Context: an optimization exercise on an open-source flow, tuned for small area, a short achievable clock period and few clock cycles per item. The choices shown serve that exercise and are no tape-out recipe. In this exercise RTL edits were held to simulation tests only and were not proved equivalent to the original.

[design.v]
`timescale 1ns / 1ps
package mcd_pkg;
    localparam int PT_W   = 11;
    localparam int CHAR_W = 8;
    localparam int DIST_W = 14;
    localparam int N_W    = 28;               
    localparam int X_W    = 29;               
    localparam logic [CHAR_W-1:0] CHAR_NEWLINE = 8'd10;
    localparam logic [CHAR_W-1:0] CHAR_MARK    = 8'd42;
    localparam logic REG_POINT_COL = 1'b0;
    localparam logic REG_POINT_ROW = 1'b1;
endpackage
`timescale 1ns / 1ps
module mcd_front (
    input  logic                         aclk,
    input  logic                         aresetn,
    input  logic                         s_tready,
    input  logic                         s_tvalid,
    input  logic [mcd_pkg::CHAR_W-1:0]   s_tdata,
    input  logic                         cfg_wen,
    input  logic                         cfg_index,
    input  logic [mcd_pkg::PT_W-1:0]     cfg_data,
    output logic                         v_o,
    output logic                         nl_o,
    output logic                         sat_o,
    output logic                         w_acc_o,
    output logic [mcd_pkg::X_W-1:0]      x_o
);
    logic [mcd_pkg::PT_W-1:0] pcol_reg, prow_reg;
    logic [mcd_pkg::PT_W-1:0] col_reg, row_reg;     
    logic                     accept, is_nl, is_mark;
    logic [mcd_pkg::PT_W:0]   ex, ey, fx, fy;
    logic [mcd_pkg::PT_W-1:0] dx, dy;
    logic                     va_reg, vb_reg, vc_reg, vd_reg;
    logic                     nla_reg, nlb_reg, nlc_reg, nld_reg;
    logic [mcd_pkg::PT_W-1:0] dxa_reg, dya_reg;
    logic [23:0]              sb_reg, cb_reg, eb_reg;
    logic                     satd_reg;
    logic [27:0]              yc0_reg, yc1_reg;
    logic [mcd_pkg::N_W-1:0]  nd_reg;
    logic [23:0]              pp_s, pp_c, pp_e;
    logic [27:0]              n_full, y0, y1;
    assign accept  = s_tvalid && s_tready;
    assign is_nl   = (s_tdata == mcd_pkg::CHAR_NEWLINE);
    assign is_mark = (s_tdata == mcd_pkg::CHAR_MARK);
    assign ex = {1'b0, pcol_reg} - {1'b0, col_reg};
    assign fx = {1'b0, col_reg} - {1'b0, pcol_reg};
    assign ey = {1'b0, prow_reg} - {1'b0, row_reg};
    assign fy = {1'b0, row_reg} - {1'b0, prow_reg};
    assign dx = ex[mcd_pkg::PT_W] ? fx[mcd_pkg::PT_W-1:0] : ex[mcd_pkg::PT_W-1:0];
    assign dy = ey[mcd_pkg::PT_W] ? fy[mcd_pkg::PT_W-1:0] : ey[mcd_pkg::PT_W-1:0];
    mcd_sqsum u_sqsum (
        .a (dxa_reg),
        .b (dya_reg),
        .s (pp_s),
        .c (pp_c),
        .e (pp_e)
    );
    mcd_x25 u_x25 (
        .s  (sb_reg),
        .c  (cb_reg),
        .e  (eb_reg),
        .y0 (y0),
        .y1 (y1)
    );
    assign n_full = yc0_reg + yc1_reg;
    always_ff @(posedge aclk) begin
        if (!aresetn) begin
            pcol_reg <= '0;
            prow_reg <= '0;
            col_reg  <= 11'd1;
            row_reg  <= 11'd1;
            va_reg   <= 1'b0;
            vb_reg   <= 1'b0;
            vc_reg   <= 1'b0;
            vd_reg   <= 1'b0;
        end else begin
            if (cfg_wen) begin
                if (cfg_index == mcd_pkg::REG_POINT_COL) pcol_reg <= cfg_data;
                else                                     prow_reg <= cfg_data;
            end
            if (accept) begin
                if (is_nl) begin
                    col_reg <= 11'd1;
                    if (!row_reg[10]) row_reg <= row_reg + 11'd1;
                end else if (!col_reg[10]) begin
                    col_reg <= col_reg + 11'd1;
                end
            end
            va_reg <= accept && (is_nl || is_mark);
            vb_reg <= va_reg;
            vc_reg <= vb_reg;
            vd_reg <= vc_reg;
        end
    end
    always_ff @(posedge aclk) begin
        nla_reg <= is_nl;
        dxa_reg <= dx;
        dya_reg <= dy;
        nlb_reg <= nla_reg;
        sb_reg  <= pp_s;
        cb_reg  <= pp_c;
        eb_reg  <= pp_e;
        nlc_reg <= nlb_reg;
        yc0_reg <= y0;
        yc1_reg <= y1;
        nld_reg <= nlc_reg;
        nd_reg  <= {n_full[25:0], 2'b00};
        satd_reg <= |n_full[27:26];
    end
    assign w_acc_o = accept && (is_nl || is_mark);
    assign v_o  = vd_reg;
    assign nl_o = nld_reg;
    assign sat_o = satd_reg;
    assign x_o  = {1'b0, nd_reg};
endmodule
module mcd_sqsum (
    input  logic [10:0] a,
    input  logic [10:0] b,
    output logic [23:0] s,
    output logic [23:0] c,
    output logic [23:0] e
);
    logic w1, w2, w3, w4, w5, w6, w7, w8, w9, w10, w11, w12, w13, w14, w15, w16, w17, w18, w19, w20, w21, w22, w23, w24, w25, w26, w27, w28, w29, w30, w31, w32, w33, w34, w35, w36, w37, w38, w39, w40, w41, w42, w43, w44, w45, w46, w47, w48, w49, w50, w51, w52, w53, w54, w55, w56, w57, w58, w59, w60, w61, w62, w63, w64, w65, w66, w67, w68, w69, w70, w71, w72, w73, w74, w75, w76, w77, w78, w79, w80, w81, w82, w83, w84, w85, w86, w87, w88, w89, w90, w91, w92, w93, w94, w95, w96, w97, w98, w99, w100, w101, w102, w103, w104, w105, w106, w107, w108, w109, w110, w111, w112, w113, w114, w115, w116, w117, w118, w119, w120, w121, w122, w123, w124, w125, w126, w127, w128, w129, w130, w131, w132, w133, w134, w135, w136, w137, w138, w139, w140, w141, w142, w143, w144, w145, w146, w147, w148, w149, w150, w151, w152, w153, w154, w155, w156, w157, w158, w159, w160, w161, w162, w163, w164;
    assign w1 = (a[0] & a[7]) ^ (a[1] & a[6]);
    assign w2 = (a[0] & a[7]) & (a[1] & a[6]);
    assign w3 = (a[0] & a[9]) ^ (a[1] & a[8]) ^ (a[2] & a[7]);
    assign w4 = ((a[0] & a[9]) & (a[1] & a[8])) | ((a[0] & a[9]) & (a[2] & a[7])) | ((a[1] & a[8]) & (a[2] & a[7]));
    assign w5 = (a[3] & a[6]) ^ (a[4] & a[5]);
    assign w6 = (a[3] & a[6]) & (a[4] & a[5]);
    assign w7 = (a[0] & a[10]) ^ (a[1] & a[9]) ^ (a[2] & a[8]);
    assign w8 = ((a[0] & a[10]) & (a[1] & a[9])) | ((a[0] & a[10]) & (a[2] & a[8])) | ((a[1] & a[9]) & (a[2] & a[8]));
    assign w9 = (a[3] & a[7]) ^ (a[4] & a[6]);
    assign w10 = (a[3] & a[7]) & (a[4] & a[6]);
    assign w11 = (a[1] & a[10]) ^ (a[2] & a[9]) ^ (a[3] & a[8]);
    assign w12 = ((a[1] & a[10]) & (a[2] & a[9])) | ((a[1] & a[10]) & (a[3] & a[8])) | ((a[2] & a[9]) & (a[3] & a[8]));
    assign w13 = (a[4] & a[7]) ^ (a[5] & a[6]) ^ a[6];
    assign w14 = ((a[4] & a[7]) & (a[5] & a[6])) | ((a[4] & a[7]) & a[6]) | ((a[5] & a[6]) & a[6]);
    assign w15 = (b[1] & b[10]) ^ (b[2] & b[9]);
    assign w16 = (b[1] & b[10]) & (b[2] & b[9]);
    assign w17 = (a[2] & a[10]) ^ (a[3] & a[9]) ^ (a[4] & a[8]);
    assign w18 = ((a[2] & a[10]) & (a[3] & a[9])) | ((a[2] & a[10]) & (a[4] & a[8])) | ((a[3] & a[9]) & (a[4] & a[8]));
    assign w19 = (a[3] & a[10]) ^ (a[4] & a[9]) ^ (a[5] & a[8]);
    assign w20 = ((a[3] & a[10]) & (a[4] & a[9])) | ((a[3] & a[10]) & (a[5] & a[8])) | ((a[4] & a[9]) & (a[5] & a[8]));
    assign w21 = (a[0] & a[5]) ^ (a[1] & a[4]) ^ (a[2] & a[3]);
    assign w22 = ((a[0] & a[5]) & (a[1] & a[4])) | ((a[0] & a[5]) & (a[2] & a[3])) | ((a[1] & a[4]) & (a[2] & a[3]));
    assign w23 = (a[0] & a[6]) ^ (a[1] & a[5]);
    assign w24 = (a[0] & a[6]) & (a[1] & a[5]);
    assign w25 = w1 ^ (a[2] & a[5]) ^ (a[3] & a[4]);
    assign w26 = (w1 & (a[2] & a[5])) | (w1 & (a[3] & a[4])) | ((a[2] & a[5]) & (a[3] & a[4]));
    assign w27 = a[4] ^ (b[0] & b[7]) ^ (b[1] & b[6]);
    assign w28 = (a[4] & (b[0] & b[7])) | (a[4] & (b[1] & b[6])) | ((b[0] & b[7]) & (b[1] & b[6]));
    assign w29 = w2 ^ (a[0] & a[8]) ^ (a[1] & a[7]);
    assign w30 = (w2 & (a[0] & a[8])) | (w2 & (a[1] & a[7])) | ((a[0] & a[8]) & (a[1] & a[7]));
    assign w31 = (a[2] & a[6]) ^ (a[3] & a[5]) ^ (b[0] & b[8]);
    assign w32 = ((a[2] & a[6]) & (a[3] & a[5])) | ((a[2] & a[6]) & (b[0] & b[8])) | ((a[3] & a[5]) & (b[0] & b[8]));
    assign w33 = (b[1] & b[7]) ^ (b[2] & b[6]);
    assign w34 = (b[1] & b[7]) & (b[2] & b[6]);
    assign w35 = w3 ^ w5 ^ a[5];
    assign w36 = (w3 & w5) | (w3 & a[5]) | (w5 & a[5]);
    assign w37 = (b[0] & b[9]) ^ (b[1] & b[8]) ^ (b[2] & b[7]);
    assign w38 = ((b[0] & b[9]) & (b[1] & b[8])) | ((b[0] & b[9]) & (b[2] & b[7])) | ((b[1] & b[8]) & (b[2] & b[7]));
    assign w39 = (b[3] & b[6]) ^ (b[4] & b[5]) ^ b[5];
    assign w40 = ((b[3] & b[6]) & (b[4] & b[5])) | ((b[3] & b[6]) & b[5]) | ((b[4] & b[5]) & b[5]);
    assign w41 = w4 ^ w6 ^ w7;
    assign w42 = (w4 & w6) | (w4 & w7) | (w6 & w7);
    assign w43 = w9 ^ (b[0] & b[10]) ^ (b[1] & b[9]);
    assign w44 = (w9 & (b[0] & b[10])) | (w9 & (b[1] & b[9])) | ((b[0] & b[10]) & (b[1] & b[9]));
    assign w45 = (b[2] & b[8]) ^ (b[3] & b[7]) ^ (b[4] & b[6]);
    assign w46 = ((b[2] & b[8]) & (b[3] & b[7])) | ((b[2] & b[8]) & (b[4] & b[6])) | ((b[3] & b[7]) & (b[4] & b[6]));
    assign w47 = w8 ^ w10 ^ w11;
    assign w48 = (w8 & w10) | (w8 & w11) | (w10 & w11);
    assign w49 = w13 ^ w15 ^ (b[3] & b[8]);
    assign w50 = (w13 & w15) | (w13 & (b[3] & b[8])) | (w15 & (b[3] & b[8]));
    assign w51 = (b[4] & b[7]) ^ (b[5] & b[6]) ^ b[6];
    assign w52 = ((b[4] & b[7]) & (b[5] & b[6])) | ((b[4] & b[7]) & b[6]) | ((b[5] & b[6]) & b[6]);
    assign w53 = w12 ^ w14 ^ w16;
    assign w54 = (w12 & w14) | (w12 & w16) | (w14 & w16);
    assign w55 = w17 ^ (a[5] & a[7]) ^ (b[2] & b[10]);
    assign w56 = (w17 & (a[5] & a[7])) | (w17 & (b[2] & b[10])) | ((a[5] & a[7]) & (b[2] & b[10]));
    assign w57 = (b[3] & b[9]) ^ (b[4] & b[8]) ^ (b[5] & b[7]);
    assign w58 = ((b[3] & b[9]) & (b[4] & b[8])) | ((b[3] & b[9]) & (b[5] & b[7])) | ((b[4] & b[8]) & (b[5] & b[7]));
    assign w59 = w18 ^ w19 ^ (a[6] & a[7]);
    assign w60 = (w18 & w19) | (w18 & (a[6] & a[7])) | (w19 & (a[6] & a[7]));
    assign w61 = a[7] ^ (b[3] & b[10]) ^ (b[4] & b[9]);
    assign w62 = (a[7] & (b[3] & b[10])) | (a[7] & (b[4] & b[9])) | ((b[3] & b[10]) & (b[4] & b[9]));
    assign w63 = (b[5] & b[8]) ^ (b[6] & b[7]) ^ b[7];
    assign w64 = ((b[5] & b[8]) & (b[6] & b[7])) | ((b[5] & b[8]) & b[7]) | ((b[6] & b[7]) & b[7]);
    assign w65 = w20 ^ (a[4] & a[10]) ^ (a[5] & a[9]);
    assign w66 = (w20 & (a[4] & a[10])) | (w20 & (a[5] & a[9])) | ((a[4] & a[10]) & (a[5] & a[9]));
    assign w67 = (a[6] & a[8]) ^ (b[4] & b[10]) ^ (b[5] & b[9]);
    assign w68 = ((a[6] & a[8]) & (b[4] & b[10])) | ((a[6] & a[8]) & (b[5] & b[9])) | ((b[4] & b[10]) & (b[5] & b[9]));
    assign w69 = (a[5] & a[10]) ^ (a[6] & a[9]) ^ (a[7] & a[8]);
    assign w70 = ((a[5] & a[10]) & (a[6] & a[9])) | ((a[5] & a[10]) & (a[7] & a[8])) | ((a[6] & a[9]) & (a[7] & a[8]));
    assign w71 = a[8] ^ (b[5] & b[10]) ^ (b[6] & b[9]);
    assign w72 = (a[8] & (b[5] & b[10])) | (a[8] & (b[6] & b[9])) | ((b[5] & b[10]) & (b[6] & b[9]));
    assign w73 = (a[0] & a[3]) ^ (a[1] & a[2]) ^ a[2];
    assign w74 = ((a[0] & a[3]) & (a[1] & a[2])) | ((a[0] & a[3]) & a[2]) | ((a[1] & a[2]) & a[2]);
    assign w75 = (a[0] & a[4]) ^ (a[1] & a[3]);
    assign w76 = (a[0] & a[4]) & (a[1] & a[3]);
    assign w77 = w21 ^ a[3] ^ (b[0] & b[5]);
    assign w78 = (w21 & a[3]) | (w21 & (b[0] & b[5])) | (a[3] & (b[0] & b[5]));
    assign w79 = (b[1] & b[4]) ^ (b[2] & b[3]);
    assign w80 = (b[1] & b[4]) & (b[2] & b[3]);
    assign w81 = w22 ^ w23 ^ (a[2] & a[4]);
    assign w82 = (w22 & w23) | (w22 & (a[2] & a[4])) | (w23 & (a[2] & a[4]));
    assign w83 = (b[0] & b[6]) ^ (b[1] & b[5]) ^ (b[2] & b[4]);
    assign w84 = ((b[0] & b[6]) & (b[1] & b[5])) | ((b[0] & b[6]) & (b[2] & b[4])) | ((b[1] & b[5]) & (b[2] & b[4]));
    assign w85 = w24 ^ w25 ^ w27;
    assign w86 = (w24 & w25) | (w24 & w27) | (w25 & w27);
    assign w87 = (b[2] & b[5]) ^ (b[3] & b[4]) ^ b[4];
    assign w88 = ((b[2] & b[5]) & (b[3] & b[4])) | ((b[2] & b[5]) & b[4]) | ((b[3] & b[4]) & b[4]);
    assign w89 = w26 ^ w28 ^ w29;
    assign w90 = (w26 & w28) | (w26 & w29) | (w28 & w29);
    assign w91 = w31 ^ w33 ^ (b[3] & b[5]);
    assign w92 = (w31 & w33) | (w31 & (b[3] & b[5])) | (w33 & (b[3] & b[5]));
    assign w93 = w30 ^ w32 ^ w34;
    assign w94 = (w30 & w32) | (w30 & w34) | (w32 & w34);
    assign w95 = w35 ^ w37 ^ w39;
    assign w96 = (w35 & w37) | (w35 & w39) | (w37 & w39);
    assign w97 = w36 ^ w38 ^ w40;
    assign w98 = (w36 & w38) | (w36 & w40) | (w38 & w40);
    assign w99 = w41 ^ w43 ^ w45;
    assign w100 = (w41 & w43) | (w41 & w45) | (w43 & w45);
    assign w101 = w42 ^ w44 ^ w46;
    assign w102 = (w42 & w44) | (w42 & w46) | (w44 & w46);
    assign w103 = w47 ^ w49 ^ w51;
    assign w104 = (w47 & w49) | (w47 & w51) | (w49 & w51);
    assign w105 = w48 ^ w50 ^ w52;
    assign w106 = (w48 & w50) | (w48 & w52) | (w50 & w52);
    assign w107 = w53 ^ w55 ^ w57;
    assign w108 = (w53 & w55) | (w53 & w57) | (w55 & w57);
    assign w109 = w54 ^ w56 ^ w58;
    assign w110 = (w54 & w56) | (w54 & w58) | (w56 & w58);
    assign w111 = w59 ^ w61 ^ w63;
    assign w112 = (w59 & w61) | (w59 & w63) | (w61 & w63);
    assign w113 = w60 ^ w62 ^ w64;
    assign w114 = (w60 & w62) | (w60 & w64) | (w62 & w64);
    assign w115 = w65 ^ w67 ^ (b[6] & b[8]);
    assign w116 = (w65 & w67) | (w65 & (b[6] & b[8])) | (w67 & (b[6] & b[8]));
    assign w117 = w66 ^ w68 ^ w69;
    assign w118 = (w66 & w68) | (w66 & w69) | (w68 & w69);
    assign w119 = w71 ^ (b[7] & b[8]) ^ b[8];
    assign w120 = (w71 & (b[7] & b[8])) | (w71 & b[8]) | ((b[7] & b[8]) & b[8]);
    assign w121 = w70 ^ w72 ^ (a[6] & a[10]);
    assign w122 = (w70 & w72) | (w70 & (a[6] & a[10])) | (w72 & (a[6] & a[10]));
    assign w123 = (a[7] & a[9]) ^ (b[6] & b[10]) ^ (b[7] & b[9]);
    assign w124 = ((a[7] & a[9]) & (b[6] & b[10])) | ((a[7] & a[9]) & (b[7] & b[9])) | ((b[6] & b[10]) & (b[7] & b[9]));
    assign w125 = (a[7] & a[10]) ^ (a[8] & a[9]) ^ a[9];
    assign w126 = ((a[7] & a[10]) & (a[8] & a[9])) | ((a[7] & a[10]) & a[9]) | ((a[8] & a[9]) & a[9]);
    assign w127 = (b[7] & b[10]) ^ (b[8] & b[9]) ^ b[9];
    assign w128 = ((b[7] & b[10]) & (b[8] & b[9])) | ((b[7] & b[10]) & b[9]) | ((b[8] & b[9]) & b[9]);
    assign w129 = (a[0] & a[1]) ^ a[1];
    assign w130 = (a[0] & a[1]) & a[1];
    assign w131 = w73 ^ (b[0] & b[3]);
    assign w132 = w73 & (b[0] & b[3]);
    assign w133 = w74 ^ w75 ^ (b[0] & b[4]);
    assign w134 = (w74 & w75) | (w74 & (b[0] & b[4])) | (w75 & (b[0] & b[4]));
    assign w135 = w76 ^ w77 ^ w79;
    assign w136 = (w76 & w77) | (w76 & w79) | (w77 & w79);
    assign w137 = w78 ^ w80 ^ w81;
    assign w138 = (w78 & w80) | (w78 & w81) | (w80 & w81);
    assign w139 = w82 ^ w84 ^ w85;
    assign w140 = (w82 & w84) | (w82 & w85) | (w84 & w85);
    assign w141 = w86 ^ w88 ^ w89;
    assign w142 = (w86 & w88) | (w86 & w89) | (w88 & w89);
    assign w143 = w90 ^ w92 ^ w93;
    assign w144 = (w90 & w92) | (w90 & w93) | (w92 & w93);
    assign w145 = w94 ^ w96 ^ w97;
    assign w146 = (w94 & w96) | (w94 & w97) | (w96 & w97);
    assign w147 = w98 ^ w100 ^ w101;
    assign w148 = (w98 & w100) | (w98 & w101) | (w100 & w101);
    assign w149 = w102 ^ w104 ^ w105;
    assign w150 = (w102 & w104) | (w102 & w105) | (w104 & w105);
    assign w151 = w106 ^ w108 ^ w109;
    assign w152 = (w106 & w108) | (w106 & w109) | (w108 & w109);
    assign w153 = w110 ^ w112 ^ w113;
    assign w154 = (w110 & w112) | (w110 & w113) | (w112 & w113);
    assign w155 = w114 ^ w116 ^ w117;
    assign w156 = (w114 & w116) | (w114 & w117) | (w116 & w117);
    assign w157 = w118 ^ w120 ^ w121;
    assign w158 = (w118 & w120) | (w118 & w121) | (w120 & w121);
    assign w159 = w122 ^ w124 ^ w125;
    assign w160 = (w122 & w124) | (w122 & w125) | (w124 & w125);
    assign w161 = w126 ^ w128 ^ (a[8] & a[10]);
    assign w162 = (w126 & w128) | (w126 & (a[8] & a[10])) | (w128 & (a[8] & a[10]));
    assign w163 = (a[9] & a[10]) ^ a[10] ^ (b[9] & b[10]);
    assign w164 = ((a[9] & a[10]) & a[10]) | ((a[9] & a[10]) & (b[9] & b[10])) | (a[10] & (b[9] & b[10]));
    assign s = {1'b0, 1'b0, w164, w162, w160, w158, w156, w154, w152, w150, w148, w146, w144, w142, w140, w138, w136, w134, w132, w131, w130, w129, 1'b0, a[0]};
    assign c = {1'b0, 1'b0, 1'b0, w163, w161, w159, w157, w155, w153, w151, w149, w147, w145, w143, w141, w139, w137, w135, w133, (b[1] & b[2]), (a[0] & a[2]), (b[0] & b[1]), 1'b0, b[0]};
    assign e = {1'b0, 1'b0, 1'b0, b[10], (b[8] & b[10]), w127, w123, w119, w115, w111, w107, w103, w99, w95, w91, w87, w83, b[3], (b[1] & b[3]), b[2], (b[0] & b[2]), b[1], 1'b0, 1'b0};
endmodule
module mcd_x25 (
    input  logic [23:0] s,
    input  logic [23:0] c,
    input  logic [23:0] e,
    output logic [27:0] y0,
    output logic [27:0] y1
);
    logic w1, w2, w3, w4, w5, w6, w7, w8, w9, w10, w11, w12, w13, w14, w15, w16, w17, w18, w19, w20, w21, w22, w23, w24, w25, w26, w27, w28, w29, w30, w31, w32, w33, w34, w35, w36, w37, w38, w39, w40, w41, w42, w43, w44, w45, w46, w47, w48, w49, w50, w51, w52, w53, w54, w55, w56, w57, w58, w59, w60, w61, w62, w63, w64, w65, w66, w67, w68, w69, w70, w71, w72, w73, w74, w75, w76, w77, w78, w79, w80, w81, w82, w83, w84, w85, w86, w87, w88, w89, w90, w91, w92, w93, w94, w95, w96, w97, w98, w99, w100, w101, w102, w103, w104, w105, w106, w107, w108, w109, w110, w111, w112, w113, w114, w115, w116, w117, w118, w119, w120, w121, w122, w123, w124, w125, w126, w127, w128, w129, w130, w131, w132, w133, w134, w135, w136, w137, w138, w139, w140, w141, w142, w143, w144, w145, w146, w147, w148, w149, w150, w151, w152, w153, w154, w155, w156, w157, w158, w159, w160, w161, w162, w163, w164, w165, w166, w167, w168, w169, w170, w171, w172, w173, w174, w175, w176, w177, w178, w179, w180, w181, w182, w183, w184, w185, w186, w187, w188, w189, w190, w191, w192, w193, w194, w195, w196, w197, w198, w199, w200, w201, w202, w203, w204, w205, w206, w207, w208, w209, w210, w211, w212, w213, w214, w215, w216, w217, w218, w219, w220, w221, w222, w223, w224, w225, w226, w227, w228, w229, w230, w231, w232;
    assign w1 = s[0] ^ c[0] ^ e[0];
    assign w2 = (s[0] & c[0]) | (s[0] & e[0]) | (c[0] & e[0]);
    assign w3 = s[1] ^ c[1] ^ e[1];
    assign w4 = (s[1] & c[1]) | (s[1] & e[1]) | (c[1] & e[1]);
    assign w5 = s[2] ^ c[2] ^ e[2];
    assign w6 = (s[2] & c[2]) | (s[2] & e[2]) | (c[2] & e[2]);
    assign w7 = s[3] ^ c[3] ^ e[3];
    assign w8 = (s[3] & c[3]) | (s[3] & e[3]) | (c[3] & e[3]);
    assign w9 = s[4] ^ c[4] ^ e[4];
    assign w10 = (s[4] & c[4]) | (s[4] & e[4]) | (c[4] & e[4]);
    assign w11 = s[5] ^ c[5] ^ e[5];
    assign w12 = (s[5] & c[5]) | (s[5] & e[5]) | (c[5] & e[5]);
    assign w13 = s[6] ^ c[6] ^ e[6];
    assign w14 = (s[6] & c[6]) | (s[6] & e[6]) | (c[6] & e[6]);
    assign w15 = s[7] ^ c[7] ^ e[7];
    assign w16 = (s[7] & c[7]) | (s[7] & e[7]) | (c[7] & e[7]);
    assign w17 = s[8] ^ c[8] ^ e[8];
    assign w18 = (s[8] & c[8]) | (s[8] & e[8]) | (c[8] & e[8]);
    assign w19 = s[9] ^ c[9] ^ e[9];
    assign w20 = (s[9] & c[9]) | (s[9] & e[9]) | (c[9] & e[9]);
    assign w21 = s[10] ^ c[10] ^ e[10];
    assign w22 = (s[10] & c[10]) | (s[10] & e[10]) | (c[10] & e[10]);
    assign w23 = s[11] ^ c[11] ^ e[11];
    assign w24 = (s[11] & c[11]) | (s[11] & e[11]) | (c[11] & e[11]);
    assign w25 = s[12] ^ c[12] ^ e[12];
    assign w26 = (s[12] & c[12]) | (s[12] & e[12]) | (c[12] & e[12]);
    assign w27 = s[13] ^ c[13] ^ e[13];
    assign w28 = (s[13] & c[13]) | (s[13] & e[13]) | (c[13] & e[13]);
    assign w29 = s[14] ^ c[14] ^ e[14];
    assign w30 = (s[14] & c[14]) | (s[14] & e[14]) | (c[14] & e[14]);
    assign w31 = s[15] ^ c[15] ^ e[15];
    assign w32 = (s[15] & c[15]) | (s[15] & e[15]) | (c[15] & e[15]);
    assign w33 = s[16] ^ c[16] ^ e[16];
    assign w34 = (s[16] & c[16]) | (s[16] & e[16]) | (c[16] & e[16]);
    assign w35 = s[17] ^ c[17] ^ e[17];
    assign w36 = (s[17] & c[17]) | (s[17] & e[17]) | (c[17] & e[17]);
    assign w37 = s[18] ^ c[18] ^ e[18];
    assign w38 = (s[18] & c[18]) | (s[18] & e[18]) | (c[18] & e[18]);
    assign w39 = s[19] ^ c[19] ^ e[19];
    assign w40 = (s[19] & c[19]) | (s[19] & e[19]) | (c[19] & e[19]);
    assign w41 = s[20] ^ c[20] ^ e[20];
    assign w42 = (s[20] & c[20]) | (s[20] & e[20]) | (c[20] & e[20]);
    assign w43 = s[21] ^ c[21] ^ e[21];
    assign w44 = (s[21] & c[21]) | (s[21] & e[21]) | (c[21] & e[21]);
    assign w45 = s[22] ^ c[22] ^ e[22];
    assign w46 = (s[22] & c[22]) | (s[22] & e[22]) | (c[22] & e[22]);
    assign w47 = s[23] ^ c[23] ^ e[23];
    assign w48 = (s[23] & c[23]) | (s[23] & e[23]) | (c[23] & e[23]);
    assign w49 = w1 ^ w3;
    assign w50 = w1 & w3;
    assign w51 = w3 ^ w5 ^ w11;
    assign w52 = (w3 & w5) | (w3 & w11) | (w5 & w11);
    assign w53 = w2 ^ w4;
    assign w54 = w2 & w4;
    assign w55 = w5 ^ w7 ^ w13;
    assign w56 = (w5 & w7) | (w5 & w13) | (w7 & w13);
    assign w57 = w4 ^ w6 ^ w12;
    assign w58 = (w4 & w6) | (w4 & w12) | (w6 & w12);
    assign w59 = w7 ^ w9 ^ w15;
    assign w60 = (w7 & w9) | (w7 & w15) | (w9 & w15);
    assign w61 = w6 ^ w8 ^ w14;
    assign w62 = (w6 & w8) | (w6 & w14) | (w8 & w14);
    assign w63 = w9 ^ w11 ^ w17;
    assign w64 = (w9 & w11) | (w9 & w17) | (w11 & w17);
    assign w65 = w8 ^ w10 ^ w16;
    assign w66 = (w8 & w10) | (w8 & w16) | (w10 & w16);
    assign w67 = w11 ^ w13 ^ w19;
    assign w68 = (w11 & w13) | (w11 & w19) | (w13 & w19);
    assign w69 = w10 ^ w12 ^ w18;
    assign w70 = (w10 & w12) | (w10 & w18) | (w12 & w18);
    assign w71 = w13 ^ w15 ^ w21;
    assign w72 = (w13 & w15) | (w13 & w21) | (w15 & w21);
    assign w73 = w12 ^ w14 ^ w20;
    assign w74 = (w12 & w14) | (w12 & w20) | (w14 & w20);
    assign w75 = w15 ^ w17 ^ w23;
    assign w76 = (w15 & w17) | (w15 & w23) | (w17 & w23);
    assign w77 = w14 ^ w16 ^ w22;
    assign w78 = (w14 & w16) | (w14 & w22) | (w16 & w22);
    assign w79 = w17 ^ w19 ^ w25;
    assign w80 = (w17 & w19) | (w17 & w25) | (w19 & w25);
    assign w81 = w16 ^ w18 ^ w24;
    assign w82 = (w16 & w18) | (w16 & w24) | (w18 & w24);
    assign w83 = w19 ^ w21 ^ w27;
    assign w84 = (w19 & w21) | (w19 & w27) | (w21 & w27);
    assign w85 = w18 ^ w20 ^ w26;
    assign w86 = (w18 & w20) | (w18 & w26) | (w20 & w26);
    assign w87 = w21 ^ w23 ^ w29;
    assign w88 = (w21 & w23) | (w21 & w29) | (w23 & w29);
    assign w89 = w20 ^ w22 ^ w28;
    assign w90 = (w20 & w22) | (w20 & w28) | (w22 & w28);
    assign w91 = w23 ^ w25 ^ w31;
    assign w92 = (w23 & w25) | (w23 & w31) | (w25 & w31);
    assign w93 = w22 ^ w24 ^ w30;
    assign w94 = (w22 & w24) | (w22 & w30) | (w24 & w30);
    assign w95 = w25 ^ w27 ^ w33;
    assign w96 = (w25 & w27) | (w25 & w33) | (w27 & w33);
    assign w97 = w24 ^ w26 ^ w32;
    assign w98 = (w24 & w26) | (w24 & w32) | (w26 & w32);
    assign w99 = w27 ^ w29 ^ w35;
    assign w100 = (w27 & w29) | (w27 & w35) | (w29 & w35);
    assign w101 = w26 ^ w28 ^ w34;
    assign w102 = (w26 & w28) | (w26 & w34) | (w28 & w34);
    assign w103 = w29 ^ w31 ^ w37;
    assign w104 = (w29 & w31) | (w29 & w37) | (w31 & w37);
    assign w105 = w28 ^ w30 ^ w36;
    assign w106 = (w28 & w30) | (w28 & w36) | (w30 & w36);
    assign w107 = w31 ^ w33 ^ w39;
    assign w108 = (w31 & w33) | (w31 & w39) | (w33 & w39);
    assign w109 = w30 ^ w32 ^ w38;
    assign w110 = (w30 & w32) | (w30 & w38) | (w32 & w38);
    assign w111 = w33 ^ w35 ^ w41;
    assign w112 = (w33 & w35) | (w33 & w41) | (w35 & w41);
    assign w113 = w32 ^ w34 ^ w40;
    assign w114 = (w32 & w34) | (w32 & w40) | (w34 & w40);
    assign w115 = w35 ^ w37 ^ w43;
    assign w116 = (w35 & w37) | (w35 & w43) | (w37 & w43);
    assign w117 = w34 ^ w36 ^ w42;
    assign w118 = (w34 & w36) | (w34 & w42) | (w36 & w42);
    assign w119 = w37 ^ w39 ^ w45;
    assign w120 = (w37 & w39) | (w37 & w45) | (w39 & w45);
    assign w121 = w36 ^ w38 ^ w44;
    assign w122 = (w36 & w38) | (w36 & w44) | (w38 & w44);
    assign w123 = w39 ^ w41 ^ w47;
    assign w124 = (w39 & w41) | (w39 & w47) | (w41 & w47);
    assign w125 = w38 ^ w40 ^ w46;
    assign w126 = (w38 & w40) | (w38 & w46) | (w40 & w46);
    assign w127 = w41 ^ w43 ^ w40;
    assign w128 = (w41 & w43) | (w41 & w40) | (w43 & w40);
    assign w129 = w42 ^ w48;
    assign w130 = w42 & w48;
    assign w131 = w43 ^ w45 ^ w42;
    assign w132 = (w43 & w45) | (w43 & w42) | (w45 & w42);
    assign w133 = w45 ^ w47;
    assign w134 = w45 & w47;
    assign w135 = w49 ^ w9;
    assign w136 = w49 & w9;
    assign w137 = w50 ^ w51 ^ w53;
    assign w138 = (w50 & w51) | (w50 & w53) | (w51 & w53);
    assign w139 = w52 ^ w54 ^ w55;
    assign w140 = (w52 & w54) | (w52 & w55) | (w54 & w55);
    assign w141 = w56 ^ w58 ^ w59;
    assign w142 = (w56 & w58) | (w56 & w59) | (w58 & w59);
    assign w143 = w60 ^ w62 ^ w63;
    assign w144 = (w60 & w62) | (w60 & w63) | (w62 & w63);
    assign w145 = w64 ^ w66 ^ w67;
    assign w146 = (w64 & w66) | (w64 & w67) | (w66 & w67);
    assign w147 = w68 ^ w70 ^ w71;
    assign w148 = (w68 & w70) | (w68 & w71) | (w70 & w71);
    assign w149 = w72 ^ w74 ^ w75;
    assign w150 = (w72 & w74) | (w72 & w75) | (w74 & w75);
    assign w151 = w76 ^ w78 ^ w79;
    assign w152 = (w76 & w78) | (w76 & w79) | (w78 & w79);
    assign w153 = w80 ^ w82 ^ w83;
    assign w154 = (w80 & w82) | (w80 & w83) | (w82 & w83);
    assign w155 = w84 ^ w86 ^ w87;
    assign w156 = (w84 & w86) | (w84 & w87) | (w86 & w87);
    assign w157 = w88 ^ w90 ^ w91;
    assign w158 = (w88 & w90) | (w88 & w91) | (w90 & w91);
    assign w159 = w92 ^ w94 ^ w95;
    assign w160 = (w92 & w94) | (w92 & w95) | (w94 & w95);
    assign w161 = w96 ^ w98 ^ w99;
    assign w162 = (w96 & w98) | (w96 & w99) | (w98 & w99);
    assign w163 = w100 ^ w102 ^ w103;
    assign w164 = (w100 & w102) | (w100 & w103) | (w102 & w103);
    assign w165 = w104 ^ w106 ^ w107;
    assign w166 = (w104 & w106) | (w104 & w107) | (w106 & w107);
    assign w167 = w108 ^ w110 ^ w111;
    assign w168 = (w108 & w110) | (w108 & w111) | (w110 & w111);
    assign w169 = w112 ^ w114 ^ w115;
    assign w170 = (w112 & w114) | (w112 & w115) | (w114 & w115);
    assign w171 = w116 ^ w118 ^ w119;
    assign w172 = (w116 & w118) | (w116 & w119) | (w118 & w119);
    assign w173 = w120 ^ w122 ^ w123;
    assign w174 = (w120 & w122) | (w120 & w123) | (w122 & w123);
    assign w175 = w124 ^ w126 ^ w127;
    assign w176 = (w124 & w126) | (w124 & w127) | (w126 & w127);
    assign w177 = w128 ^ w130 ^ w131;
    assign w178 = (w128 & w130) | (w128 & w131) | (w130 & w131);
    assign w179 = w132 ^ w133 ^ w44;
    assign w180 = (w132 & w133) | (w132 & w44) | (w133 & w44);
    assign w181 = w134 ^ w47 ^ w46;
    assign w182 = (w134 & w47) | (w134 & w46) | (w47 & w46);
    assign w183 = w1 ^ w7;
    assign w184 = w1 & w7;
    assign w185 = w135 ^ w2 ^ w8;
    assign w186 = (w135 & w2) | (w135 & w8) | (w2 & w8);
    assign w187 = w136 ^ w137 ^ w10;
    assign w188 = (w136 & w137) | (w136 & w10) | (w137 & w10);
    assign w189 = w138 ^ w139 ^ w57;
    assign w190 = (w138 & w139) | (w138 & w57) | (w139 & w57);
    assign w191 = w140 ^ w141 ^ w61;
    assign w192 = (w140 & w141) | (w140 & w61) | (w141 & w61);
    assign w193 = w142 ^ w143 ^ w65;
    assign w194 = (w142 & w143) | (w142 & w65) | (w143 & w65);
    assign w195 = w144 ^ w145 ^ w69;
    assign w196 = (w144 & w145) | (w144 & w69) | (w145 & w69);
    assign w197 = w146 ^ w147 ^ w73;
    assign w198 = (w146 & w147) | (w146 & w73) | (w147 & w73);
    assign w199 = w148 ^ w149 ^ w77;
    assign w200 = (w148 & w149) | (w148 & w77) | (w149 & w77);
    assign w201 = w150 ^ w151 ^ w81;
    assign w202 = (w150 & w151) | (w150 & w81) | (w151 & w81);
    assign w203 = w152 ^ w153 ^ w85;
    assign w204 = (w152 & w153) | (w152 & w85) | (w153 & w85);
    assign w205 = w154 ^ w155 ^ w89;
    assign w206 = (w154 & w155) | (w154 & w89) | (w155 & w89);
    assign w207 = w156 ^ w157 ^ w93;
    assign w208 = (w156 & w157) | (w156 & w93) | (w157 & w93);
    assign w209 = w158 ^ w159 ^ w97;
    assign w210 = (w158 & w159) | (w158 & w97) | (w159 & w97);
    assign w211 = w160 ^ w161 ^ w101;
    assign w212 = (w160 & w161) | (w160 & w101) | (w161 & w101);
    assign w213 = w162 ^ w163 ^ w105;
    assign w214 = (w162 & w163) | (w162 & w105) | (w163 & w105);
    assign w215 = w164 ^ w165 ^ w109;
    assign w216 = (w164 & w165) | (w164 & w109) | (w165 & w109);
    assign w217 = w166 ^ w167 ^ w113;
    assign w218 = (w166 & w167) | (w166 & w113) | (w167 & w113);
    assign w219 = w168 ^ w169 ^ w117;
    assign w220 = (w168 & w169) | (w168 & w117) | (w169 & w117);
    assign w221 = w170 ^ w171 ^ w121;
    assign w222 = (w170 & w171) | (w170 & w121) | (w171 & w121);
    assign w223 = w172 ^ w173 ^ w125;
    assign w224 = (w172 & w173) | (w172 & w125) | (w173 & w125);
    assign w225 = w174 ^ w175 ^ w129;
    assign w226 = (w174 & w175) | (w174 & w129) | (w175 & w129);
    assign w227 = w176 ^ w177 ^ w44;
    assign w228 = (w176 & w177) | (w176 & w44) | (w177 & w44);
    assign w229 = w178 ^ w179 ^ w46;
    assign w230 = (w178 & w179) | (w178 & w46) | (w179 & w46);
    assign w231 = w180 ^ w181 ^ w48;
    assign w232 = (w180 & w181) | (w180 & w48) | (w181 & w48);
    assign y0 = {w230, w228, w226, w224, w222, w220, w218, w216, w214, w212, w210, w208, w206, w204, w202, w200, w198, w196, w194, w192, w190, w188, w186, w184, w183, w5, w3, w1};
    assign y1 = {w231, w229, w227, w225, w223, w221, w219, w217, w215, w213, w211, w209, w207, w205, w203, w201, w199, w197, w195, w193, w191, w189, w187, w185, w6, w4, w2, 1'b0};
endmodule
`timescale 1ns / 1ps
module mcd_sqrt_step #(
    parameter int K = 0
) (
    input  logic [mcd_pkg::X_W-1:0] x,
    input  logic [15:0]             u,
    output logic [mcd_pkg::X_W-1:0] y,
    output logic [15:0]             u_o
);
    localparam int RW = K + 5;      
    localparam int DW = K + 6;      
    logic [13:0]   q;
    logic [RW-1:0] rp;
    logic [DW-1:0] d1, d2, d3;
    logic [1:0]    dig;
    logic [K+2:0]  rn;
    logic [15:0]   um, up;
    assign q  = 14'(x >> (mcd_pkg::X_W - K));
    assign rp = x[mcd_pkg::X_W-1-K -: RW];
    assign d1 = DW'(rp) - DW'({q, 3'b001});        
    assign d2 = DW'(rp) - DW'({q, 4'b0100});       
    assign d3 = DW'(rp) - DW'({u, 3'b001});        
    assign um = u - 16'd1;
    assign up = u + 16'd1;
    always_comb begin
        if (!d3[DW-1]) begin
            dig = 2'd3;
            rn  = d3[K+2:0];
            u_o = {up[13:0], 2'b10};
        end else if (!d2[DW-1]) begin
            dig = 2'd2;
            rn  = d2[K+2:0];
            u_o = {u[13:0], 2'b11};
        end else if (!d1[DW-1]) begin
            dig = 2'd1;
            rn  = d1[K+2:0];
            u_o = {u[13:0], 2'b00};
        end else begin
            dig = 2'd0;
            rn  = rp[K+2:0];
            u_o = {um[13:0], 2'b01};
        end
    end
    assign y = (mcd_pkg::X_W'({q, dig}) << (mcd_pkg::X_W - 2 - K))
             | (mcd_pkg::X_W'(rn) << (24 - 2 * K))
             | (x & ((mcd_pkg::X_W'(1) << (24 - 2 * K)) - mcd_pkg::X_W'(1)));
endmodule
module mcd_sqrt_cell #(
    parameter int K = 0
) (
    input  logic                     aclk,
    input  logic                     aresetn,
    input  logic                     v_i,
    input  logic                     nl_i,
    input  logic                     sat_i,
    input  logic [mcd_pkg::X_W-1:0]  x_i,
    input  logic [15:0]              u_i,
    output logic                     v_o,
    output logic                     nl_o,
    output logic                     sat_o,
    output logic [mcd_pkg::X_W-1:0]  x_o,
    output logic [15:0]              u_o
);
    logic                     v_reg, nl_reg, sat_reg;
    logic [mcd_pkg::X_W-1:0]  x_reg, x_next;
    logic [K+3:0]             u_reg;
    logic [15:0]              u_next;
    mcd_sqrt_step #(.K(K)) u_step (.x(x_i), .u(u_i), .y(x_next), .u_o(u_next));
    always_ff @(posedge aclk) begin
        if (!aresetn) v_reg <= 1'b0;
        else          v_reg <= v_i;
    end
    always_ff @(posedge aclk) begin
        nl_reg <= nl_i;
        sat_reg <= sat_i;
        x_reg  <= x_next;
        u_reg  <= u_next[K+3:0];
    end
    assign v_o  = v_reg;
    assign nl_o = nl_reg;
    assign sat_o = sat_reg;
    assign x_o  = x_reg;
    assign u_o  = 16'(u_reg);
endmodule
`timescale 1ns / 1ps
module mcd_out #(
    parameter int QN = 7,                  
    parameter int QB = (QN > 1) ? $clog2(QN) : 1
) (
    input  logic                        aclk,
    input  logic                        aresetn,
    input  logic                        w_acc,       
    input  logic                        v_i,
    input  logic                        nl_i,
    input  logic                        sat_i,       
    input  logic [mcd_pkg::X_W-1:0]     x_i,
    input  logic                        m_tready,
    output logic                        s_tready,
    output logic                        m_tvalid,
    output logic [15:0]                 m_tdata,
    output logic [0:0]                  m_tuser
);
    localparam int CW = $clog2(QN + 2);
    logic [13:0]   q, q1;
    logic [14:0]   r;
    logic          up;
    logic [14:0]   word_next, word;    
    logic          wv_reg;
    logic          h_valid, rdy_reg, take, h_free;
    logic [14:0]   h_word;
    logic [14:0]   mem [QN];
    logic [QB-1:0] wp, rp;
    logic [QB:0]   qcnt;
    logic [CW-1:0] cnt, cnt_next;
    logic          q_empty, push, pop;
    assign q  = x_i[28:15];
    assign r  = x_i[14:0];
    assign q1 = q + 14'd1;
    assign up = (r > {1'b0, q});
    always_comb begin
        if (nl_i)                       word_next = {1'b1, 14'd0};
        else if (sat_i || (up && (&q))) word_next = {1'b0, 14'h3FFF};
        else if (up)                    word_next = {1'b0, q1};
        else                            word_next = {1'b0, q};
    end
    always_ff @(posedge aclk) begin
        if (!aresetn) wv_reg <= 1'b0;
        else          wv_reg <= v_i;
    end
    always_ff @(posedge aclk) begin
        word <= word_next;
    end
    assign take    = h_valid && m_tready;
    assign h_free  = !h_valid || take;
    assign q_empty = (qcnt == '0);
    assign pop     = h_free && !q_empty;
    assign push    = wv_reg && !(h_free && q_empty);
    always_comb begin
        cnt_next = cnt;
        if (w_acc && !take)      cnt_next = cnt + CW'(1);
        else if (!w_acc && take) cnt_next = cnt - CW'(1);
    end
    always_ff @(posedge aclk) begin
        if (!aresetn) begin
            h_valid <= 1'b0;
            rdy_reg <= 1'b1;
            cnt     <= '0;
            wp      <= '0;
            rp      <= '0;
            qcnt    <= '0;
        end else begin
            if (h_free) h_valid <= wv_reg || !q_empty;
            rdy_reg <= (cnt_next <= CW'(QN));
            cnt     <= cnt_next;
            if (push) wp <= (wp == QB'(QN - 1)) ? '0 : wp + QB'(1);
            if (pop)  rp <= (rp == QB'(QN - 1)) ? '0 : rp + QB'(1);
            if (push && !pop)      qcnt <= qcnt + (QB+1)'(1);
            else if (pop && !push) qcnt <= qcnt - (QB+1)'(1);
        end
    end
    always_ff @(posedge aclk) begin
        if (h_free) h_word <= q_empty ? word : mem[rp];
        if (push)   mem[wp] <= word;
    end
    assign s_tready = rdy_reg;
    assign m_tvalid = h_valid;
    assign m_tdata  = {2'b00, h_word[13:0]};
    assign m_tuser  = h_word[14];
endmodule
`timescale 1ns / 1ps
module marked_cell_distance #(
    parameter int MAX_COLS = 1024,
    parameter int MAX_ROWS = 1024
) (
    input  logic                        aclk,
    input  logic                        aresetn,
    input  logic                        s_tvalid,
    output logic                        s_tready,
    input  logic [7:0]                  s_tdata,    
    output logic                        m_tvalid,
    input  logic                        m_tready,
    output logic [15:0]                 m_tdata,    
    output logic [0:0]                  m_tuser,    
    input  logic                        cfg_wen,
    input  logic                        cfg_index,
    input  logic [mcd_pkg::PT_W-1:0]    cfg_data
);
    localparam int NS = 7;     
    logic                                w_acc;
    logic [NS:0]                         v_c, nl_c, sat_c;
    logic [NS:0][mcd_pkg::X_W-1:0]       x_c;
    logic [NS:0][15:0]                   u_c;
    assign u_c[0] = 16'd1;      
    mcd_front u_front (
        .aclk      (aclk),
        .aresetn   (aresetn),
        .s_tready  (s_tready),
        .s_tvalid  (s_tvalid),
        .s_tdata   (s_tdata),
        .cfg_wen   (cfg_wen),
        .cfg_index (cfg_index),
        .cfg_data  (cfg_data),
        .v_o       (v_c[0]),
        .nl_o      (nl_c[0]),
        .sat_o     (sat_c[0]),
        .w_acc_o   (w_acc),
        .x_o       (x_c[0])
    );
    for (genvar i = 0; i < NS; i++) begin : g_cell
        mcd_sqrt_cell #(
            .K (2 * i)
        ) u_cell (
            .aclk    (aclk),
            .aresetn (aresetn),
            .v_i     (v_c[i]),
            .nl_i    (nl_c[i]),
            .sat_i   (sat_c[i]),
            .x_i     (x_c[i]),
            .u_i     (u_c[i]),
            .v_o     (v_c[i+1]),
            .nl_o    (nl_c[i+1]),
            .sat_o   (sat_c[i+1]),
            .x_o     (x_c[i+1]),
            .u_o     (u_c[i+1])
        );
    end
    mcd_out u_out (
        .aclk     (aclk),
        .aresetn  (aresetn),
        .v_i      (v_c[NS]),
        .nl_i     (nl_c[NS]),
        .sat_i    (sat_c[NS]),
        .x_i      (x_c[NS]),
        .m_tready (m_tready),
        .w_acc    (w_acc),
        .s_tready (s_tready),
        .m_tvalid (m_tvalid),
        .m_tdata  (m_tdata),
        .m_tuser  (m_tuser)
    );
endmodule
[run.sh]
#!/bin/bash
# synth_recipe.tcl (not shown) runs the flow's synth.tcl, then flattens the netlist and writes it again
# the make line also repeats each setting of config.mk as NAME=value (left out here)
make -C /OpenROAD-flow-scripts/flow DESIGN_CONFIG=/design/flow/config.mk WORK_HOME=/design/flow/orfs CLKGATE_MAP_FILE= SYNTH_SCRIPT=/design/flow/synth_recipe.tcl finish
[config.mk]
export PLATFORM = sky130hd
export DESIGN_NAME = marked_cell_distance
export DESIGN_NICKNAME = marked_cell_distance
export VERILOG_FILES = /design/flow/design.v
export SDC_FILE = /design/flow/constraint.sdc
export NUM_CORES = 4
export LEC_CHECK = 0
export ABC_CLOCK_PERIOD_IN_PS = 2500
export CAP_MARGIN = 20
export CORE_MARGIN = 2
export CORE_UTILIZATION = 40
export SETUP_SLACK_MARGIN = 3.8
export SLEW_MARGIN = 20
[constraint.sdc]
create_clock -name core_clock -period 6.5 [get_ports {aclk}]
set_input_delay 1.3000 -clock core_clock [delete_from_list [all_inputs] [get_ports {aclk}]]
set_output_delay 1.3000 -clock core_clock [all_outputs]
set_load 0.01 [all_outputs]
==> results.txt, run 1 <==
- GPL Wtd Cong: 0.849
- Routed vias: 23,600
- First-pass GRT wire length: 121,000 um
- Max cap viols: 0
- Final ANT Viol Nets: 0
- RR Startpoint: g_cell[4].u_cell.u_reg[1]$_SDFF_PN1_
- Distinct cells, synth: 84
- Number of global-route vias before repair: 23,200
- Post-Place Cell Area: 35,800 um^2
- Mapped cell area: 34,100 um^2
- Hold Crit Depth: 0
- Clk slew on worst S/H paths: 0.06 ns
- Worst Hold Class: reg2reg
- Final setup skew: 0.0243 ns
- Die width: 296 um
- Final WL: 75,400 um
- Layout cells sized above 1: 0.127
- Post-synth EDFFs: 120
- Hold Startpoint: g_cell[0].u_cell.x_reg[13]$_DFF_P_
- Crit path time final: 2.65 ns
- Port buffer count: 41
- IO Pins: 44
- Relative slew slack: 0.320
- Max Slew Vio Count: 0
- # setup viols final: 0
- Synth top area cells: dfxtp_1 30%, ha_1 11%, edfxtp_1 11%
- YS warnings: 16
- Detailed Routing Iterations Pass 1: 6
- CP startpoint kind: flop
- Post-synthesis sequential area ratio: 0.406
- Ys async rst share: 0
- Global Route Usage Sum: 0.171
- RSZ-0062 raised after global routing: true
- Worst-path maximum fanout: 14
- Clk root buf: clkbuf_16
- Post-Syn Instances: 3,415
- Wirelength per Cell: 15.9 um
- CTS Buffer Depth: 3
- Critical path arrival: 3.16 ns
- Core Box Area: 84,900 um^2
- First DRT Iteration DRCs: 1,173
- Ys flop type: dfxtp_1
- Clk sinks: 632
- DRC Markers: 0
- Final net count: 3,994
- Reg2reg path depth: 11
- Synth Register Bits: 632
- R2r setup slk: 3.85 ns
- Cell taking the most area after synthesis: dfxtp_1
- Top cells by count, synth: 512 x dfxtp_1, 404 x inv_1, 290 x ha_1, 231 x nand2_1, 174 x a21oi_1
- Vias per std cell: 4.98
- Full die area: 87,700 um^2
- ANT cells: 0
- P&R area growth vs syn: 17.0%
- Outcome: timing/DRC/antenna clean
- Final Cell Area: 39,900 um^2
- Die Y: 296 um
- Most instantiated library cell after synthesis: dfxtp_1
- Worst-Skew Late Latency: 0.61 ns
- Largest net degree at the start of global routing: 65
- Finished Core Util: 0.470
- DPL Wire Length: 55,500 um
- Worst slew pin tran: 1.02 ns
- CTS tree: built
- Total gr overflow: 0
- Required @ worst endpoint: 7.01 ns
- Final Hold Fails: 0
- CP endpoint kind: flop
- Setup TNS: 0 ns
- Max reg flops: 189
- Final period utilization: 0.408
- Fillers: 7,967
- H-Tree Depth: 3
- Hold Path End: g_cell[1].u_cell.x_reg[13]$_DFF_P_
- WS Path Type: reg2reg
- Top-area cell type share of the netlist area: 0.300
- Max Freq: 377 MHz
- Initial antenna violation count: 0
- Average size of a mapped cell: 10.0 um^2
- Initial Utilization: 0.402
- Row count: 107
- FF-to-FF End: g_cell[5].u_cell.u_reg[11]$_DFF_P_
- TritonCTS buffer count: 70
[kinds of logic (layout without fill, tap and decap cells)]
group                      Yosys count  count (layout)  synth area share
other                                1               2          0.000110
DFF                                632             632             0.406
muxes                               96              96            0.0339
and+or+nand+nor                    872             872             0.128
adders and majority gates          440             440             0.194
buffers and inverters              492             655            0.0552
AOI/OAI and AO/OA                  661             666             0.126
xor gates and xnor gates           221             221            0.0567
[layout make-up]
type	count	area [um^2]	share of cell area
clock buffer	95	1940	0.0486
clock inverter	32	470	0.0118
sequential	632	13900	0.349
multi-input combinational	2297	19500	0.487
tap	1144	1430	0.0358
timing repair buffer	124	1170	0.0293
inverter	404	1520	0.0381
[worst max-delay path: stages, from the launching register on]
cell       delay [ns]
dfxtp_2          0.35
inv_2            0.08
ha_4             0.29
and2_1           0.12
a311o_1          0.23
o2bb2ai_2        0.12
o21ai_4          0.26
o21ai_4          0.12
buf_8            0.17
or4_4            0.53
a21boi_1         0.15
xnor2_1          0.12
[metal layers]
metal / global-route usage / part of all wire / vias to the layer above
met5: 0 / 0 / -
met4: 0.0511 / 0.026 / 0
met3: 0.0221 / 0.029 / 119
met2: 0.299 / 0.49 / 337
met1: 0.219 / 0.45 / 11200
li1: - / - / 11900
[layout by cell type, fill, tap and decap left out, types with 34 or more instances in the layout]
cell and instances:
dfxtp_1 465, inv_1 393, ha_1 276, nand2_1 224, a21oi_1 163, nor2_1 160
xnor2_1 155, fa_1 134, o21ai_0 130, edfxtp_1 120, and2_1 116, nor3_1 79
mux2i_1 74, clkbuf_16 71, buf_4 66, xor2_1 65, nand3_1 54, a21o_1 48
nor2b_1 41, nand2b_1 38, a21boi_0 38, dfxtp_2 34
[metrics by stage]
stage	instances	hold slack [ns]	setup slack, ns
3_5_place_dp	4523	0.312	2.82
5_1_grt	4728	0.314	3.69
2_1_floorplan	3416	0.310	3.55
4_1_cts	4690	0.311	3.79
6_report	4728	0.313	3.85
3_3_place_gp	4523	0.310	2.79
[how the worst max path moves through the flow]
| stage | endpoint | slack (ns) | depth (start not counted) | startpoint |
|---|---|---|---|---|
| 5_1_grt | g_cell[3].u_cell.u_reg[9]$_DFF_P_ | 3.69 | 10 | g_cell[2].u_cell.x_reg[23]$_SDFF_PN1_ |
| 2_1_floorplan | u_front.row_reg[5]$_SDFFE_PN0P_ | 3.55 | 8 | s_tdata[4] |
| 6_report | g_cell[5].u_cell.u_reg[11]$_DFF_P_ | 3.85 | 11 | g_cell[4].u_cell.u_reg[1]$_SDFF_PN1_ |
| 3_5_place_dp | u_front.row_reg[5]$_SDFFE_PN0P_ | 2.82 | 9 | s_tdata[4] |
| 3_3_place_gp | u_front.row_reg[5]$_SDFFE_PN0P_ | 2.79 | 9 | s_tdata[4] |
| 4_1_cts | u_front.nd_reg[27]$_DFF_P_ | 3.79 | 11 | u_front.yc0_reg[3]$_DFF_P_ |
[what timing repair did]
item	CTS	global route
resized for setup	149	131
setup endpoints to repair	253	175
hold buffers	0	0
pin swaps	34	58
cloned	4	4
buffers inserted	36	34
Testbench counts, summed over its fixed seeds: cycles 32,247, items 32,000.
==> run 2, diff against run 1 <==
--- a/config.mk
+++ b/config.mk
@@ -11,2 +11,3 @@
 export CORE_UTILIZATION = 40
+export CTS_BUF_LIST = sky130_fd_sc_hd__clkbuf_4 sky130_fd_sc_hd__clkbuf_8
 export SETUP_SLACK_MARGIN = 3.8
==> results.txt, run 2 <==
- Outcome: timing/DRC/antenna clean
- CP startpoint kind: flop
- Cell taking the most area after synthesis: dfxtp_1
- Most instantiated library cell after synthesis: dfxtp_1
- Port buffer count: 41 (unchanged)
- Hold Slack: 0.315 ns (+0.00276 ns)
- Final Hold Fails: 0 (unchanged)
- Full die area: 87,700 um^2 (unchanged)
- Wirelength per Cell: 15.7 um (-1.3%)
- Vias per std cell: 4.96 (-0.45%)
- H-Tree Depth: 3 (unchanged)
- Global Route Usage Sum: 0.171 (about the same)
- Final net count: 4,031 (+0.93%)
- Final period utilization: 0.411 (+0.00306)
- Largest net degree at the start of global routing: 65 (unchanged)
- Ys async rst share: 0 (unchanged)
- Reg2reg path depth: 7 (-4)
- Commonest non-fill, non-tap cell in the layout: dfxtp_1
- Ys flop type: dfxtp_1
- IO Pins: 44 (unchanged)
- FF-to-FF End: u_front.cb_reg[13]$_DFF_P_
- Post-synth EDFFs: 120 (unchanged)
- CTS tree: built
- RR Startpoint: u_front.dxa_reg[10]$_DFF_P_
- Post-Syn Instances: 3,415 (unchanged)
- Average size of a mapped cell: 10.0 um^2 (unchanged)
- Mapped cell area: 34,100 um^2 (unchanged)
- Crit path time final: 2.67 ns (+0.0199 ns)
- Hold Startpoint: g_cell[0].u_cell.x_reg[9]$_DFF_P_
- Total gr overflow: 0 (unchanged)
- CP endpoint kind: flop
- Worst-path maximum fanout: 6 (-8)
- First-pass GRT wire length: 121,000 um (+0.35%)
- Grt met2 use: 0.300 (+0.00114)
- Post-synthesis sequential area ratio: 0.406 (unchanged)
- Setup TNS: 0 ns (unchanged)
- Max stage delay cell, worst path: fa_1
- First DRT Iteration DRCs: 1,170 (-0.26%)
- CP peak stage delay: 0.53 ns (about the same)
- Top cells by count, synth: 512 x dfxtp_1, 404 x inv_1, 290 x ha_1, 231 x nand2_1, 174 x a21oi_1
- TritonCTS buffer count: 103 (+47%)
- Initial Utilization: 0.402 (unchanged)
- GPL Wtd Cong: 0.849 (unchanged)
- Distinct cells, synth: 84 (unchanged)
- Relative slew slack: 0.326 (+0.00603)
- Clk root buf: clkbuf_8
- CP bufs+invs: 2 (unchanged)
- Row count: 107 (unchanged)
- Worst slew pin tran: 1.01 ns (-0.00903 ns)
- RSZ-0062 raised after global routing: true
- Final WL: 75,500 um (+0.19%)
- Max Slew Vio Count: 0 (unchanged)
- Layout cells sized above 1: 0.147 (+0.0202)
- DPL Wire Length: 55,500 um (unchanged)
- Met3 usage: 0.0255 (+0.00337)
- Most frequent CP cell: fa_1
- Most frequent cells in the layout: 465 x dfxtp_1, 388 x inv_1, 277 x ha_1, 222 x nand2_1, 166 x a21oi_1
- YS warnings: 16 (unchanged)
- Hold Path End: g_cell[1].u_cell.x_reg[9]$_DFF_P_
- Max Freq: 374 MHz (-0.75%)
- Max reg flops: 189 (unchanged)
- Worst Hold Class: reg2reg
- Hold Crit Depth: 0 (unchanged)
- Final setup skew: 0.0719 ns (+0.0475 ns)
- Die Y: 296 um (unchanged)
- Top-area cell type share of the netlist area: 0.300 (unchanged)
- Clk sinks: 632 (unchanged)
- Initial antenna violation count: 0 (unchanged)
- Required @ worst endpoint: 7.04 ns (+0.03 ns)
- Synth top area cells: dfxtp_1 30%, ha_1 11%, edfxtp_1 11%
- DRC Markers: 0 (unchanged)
- Routed vias: 23,800 (+1.1%)
- Critical path arrival: 3.21 ns (+0.05 ns)
- WS Path Type: reg2reg
- CTS Buffer Depth: 3 (unchanged)
- Final ANT Viol Nets: 0 (unchanged)
- Core Box Area: 84,900 um^2 (unchanged)
- Critical-path cell list: and2_4, fa_1, inv_1, fa_1, inv_2, fa_2, fa_1
- Top Family by Delay on Critical Path: adder cells
- Die width: 296 um (unchanged)
- Detailed Routing Iterations Pass 1: 5 (-1)
- Hold buffers post-CTS: 0 (unchanged)
- Clk slew on worst S/H paths: 0.06 ns (about the same)
- P&R area growth vs syn: 17.2%
- R2r setup slk: 3.83 ns (-0.02 ns)
- Number of global-route vias before repair: 23,600 (+1.7%)
- GRT busiest layer: met2
- Synth Register Bits: 632 (unchanged)
- # setup viols final: 0 (unchanged)
- GR Util met1: 0.217 (-0.00225)
- Worst-Skew Late Latency: 0.74 ns (+0.13 ns)
- Max cap viols: 0 (unchanged)
run 2: logic make-up after synthesis:
kind of cell	synth area share
and+or+nand+nor	0.128
AOI/OAI and AO/OA	0.126
DFF	0.406
buffers and inverters	0.0552
adders and majority gates	0.194
xor gates and xnor gates	0.0567
muxes	0.0339
other	0.000110
run 2: per-stage QoR:
stage	std cells	area [um^2]	worst slack [ns]	utilization
final	4800	40000	3.83	0.471
after floorplan	3416	34300	3.55	-
after CTS	4763	39200	3.74	0.462
after detailed placement	4523	35800	2.82	0.422
after global routing	4799	40000	3.68	0.471
after global placement	4523	35800	2.79	0.422
run 2: worst max path at each step:
| stage | from | to | slack, ns | cells after the start |
|---|---|---|---|---|
| 6_report | u_front.dxa_reg[10]$_DFF_P_ | u_front.cb_reg[13]$_DFF_P_ | 3.83 | 7 |
| 5_1_grt | g_cell[5].u_cell.x_reg[2]$_DFF_P_ | g_cell[6].u_cell.x_reg[14]$_DFF_P_ | 3.68 | 9 |
| 4_1_cts | g_cell[4].u_cell.u_reg[1]$_SDFF_PN1_ | g_cell[5].u_cell.u_reg[11]$_DFF_P_ | 3.74 | 11 |
| 3_5_place_dp | s_tdata[4] | u_front.row_reg[5]$_SDFFE_PN0P_ | 2.82 | 9 |
| 3_3_place_gp | s_tdata[4] | u_front.row_reg[5]$_SDFFE_PN0P_ | 2.79 | 9 |
| 2_1_floorplan | s_tdata[4] | u_front.row_reg[5]$_SDFFE_PN0P_ | 3.55 | 8 |
run 2: layout make-up:
class	instances	area, um^2
Antenna cell	1	2.50
Clock buffer	161	2030
Clock inverter	33	509
Fill cell	7958	44900
Inverter	404	1520
Multi-Input combinational cell	2298	19400
Sequential cell	632	13900
Tap cell	1144	1430
Timing Repair Buffer	127	1140
run 2: timing repair:
| item | in CTS | in global routing |
|---|---|---|
| gates resized for setup | 166 | 134 |
| buffers inserted | 41 | 32 |
| endpoints found under the setup margin | 211 | 185 |
| pin swaps | 35 | 55 |
| cloned | 5 | 3 |
run 2: metal layers:
| layer | vias to the layer above | wire length, um |
|---|---|---|
| met1 | 11300 | 34000 |
| met5 | - | 0 |
| met4 | 0 | 1760 |
| met2 | 364 | 37400 |
| li1 | 12000 | - |
| met3 | 127 | 2310 |

-- afterwards: timing with drivers on the ports --
The flow's constraints put no driver on any port. The routed layouts listed below were extracted and timed again, unchanged, in two steps.
Step 1 sets driving cells, clkbuf_16 on the clock port and buf_2 on the other inputs (assumed; they add their load-dependent delay and slew).
Step 2 adds t to the input delays and takes it off the output delays; t is the mean of the earliest and latest rising clock arrival at the registers after step 1. Input paths then give back, and output paths get back, about the clock's delay inside the block.
a / b / c = ideal ports / drivers / drivers and shift; a / b = the first two.
run | shift t [ns] | setup WS [ns] | hold slack, ns | worst setup path after step 2 | worst data-port slew with drivers (ns)
run 1 | 0.672 | 3.849 / 3.848 / 3.291 | 0.313 / 0.313 / 0.313 | input to register | 0.04
run 2 | 0.764 | 3.829 / 3.824 / 3.225 | 0.315 / 0.315 / 0.315 | input to register | 0.04
After both steps every run listed still meets setup and hold. The setup slack of run 2, which loses most, moves by -0.005 ns with the drivers and by -0.604 ns with both steps.
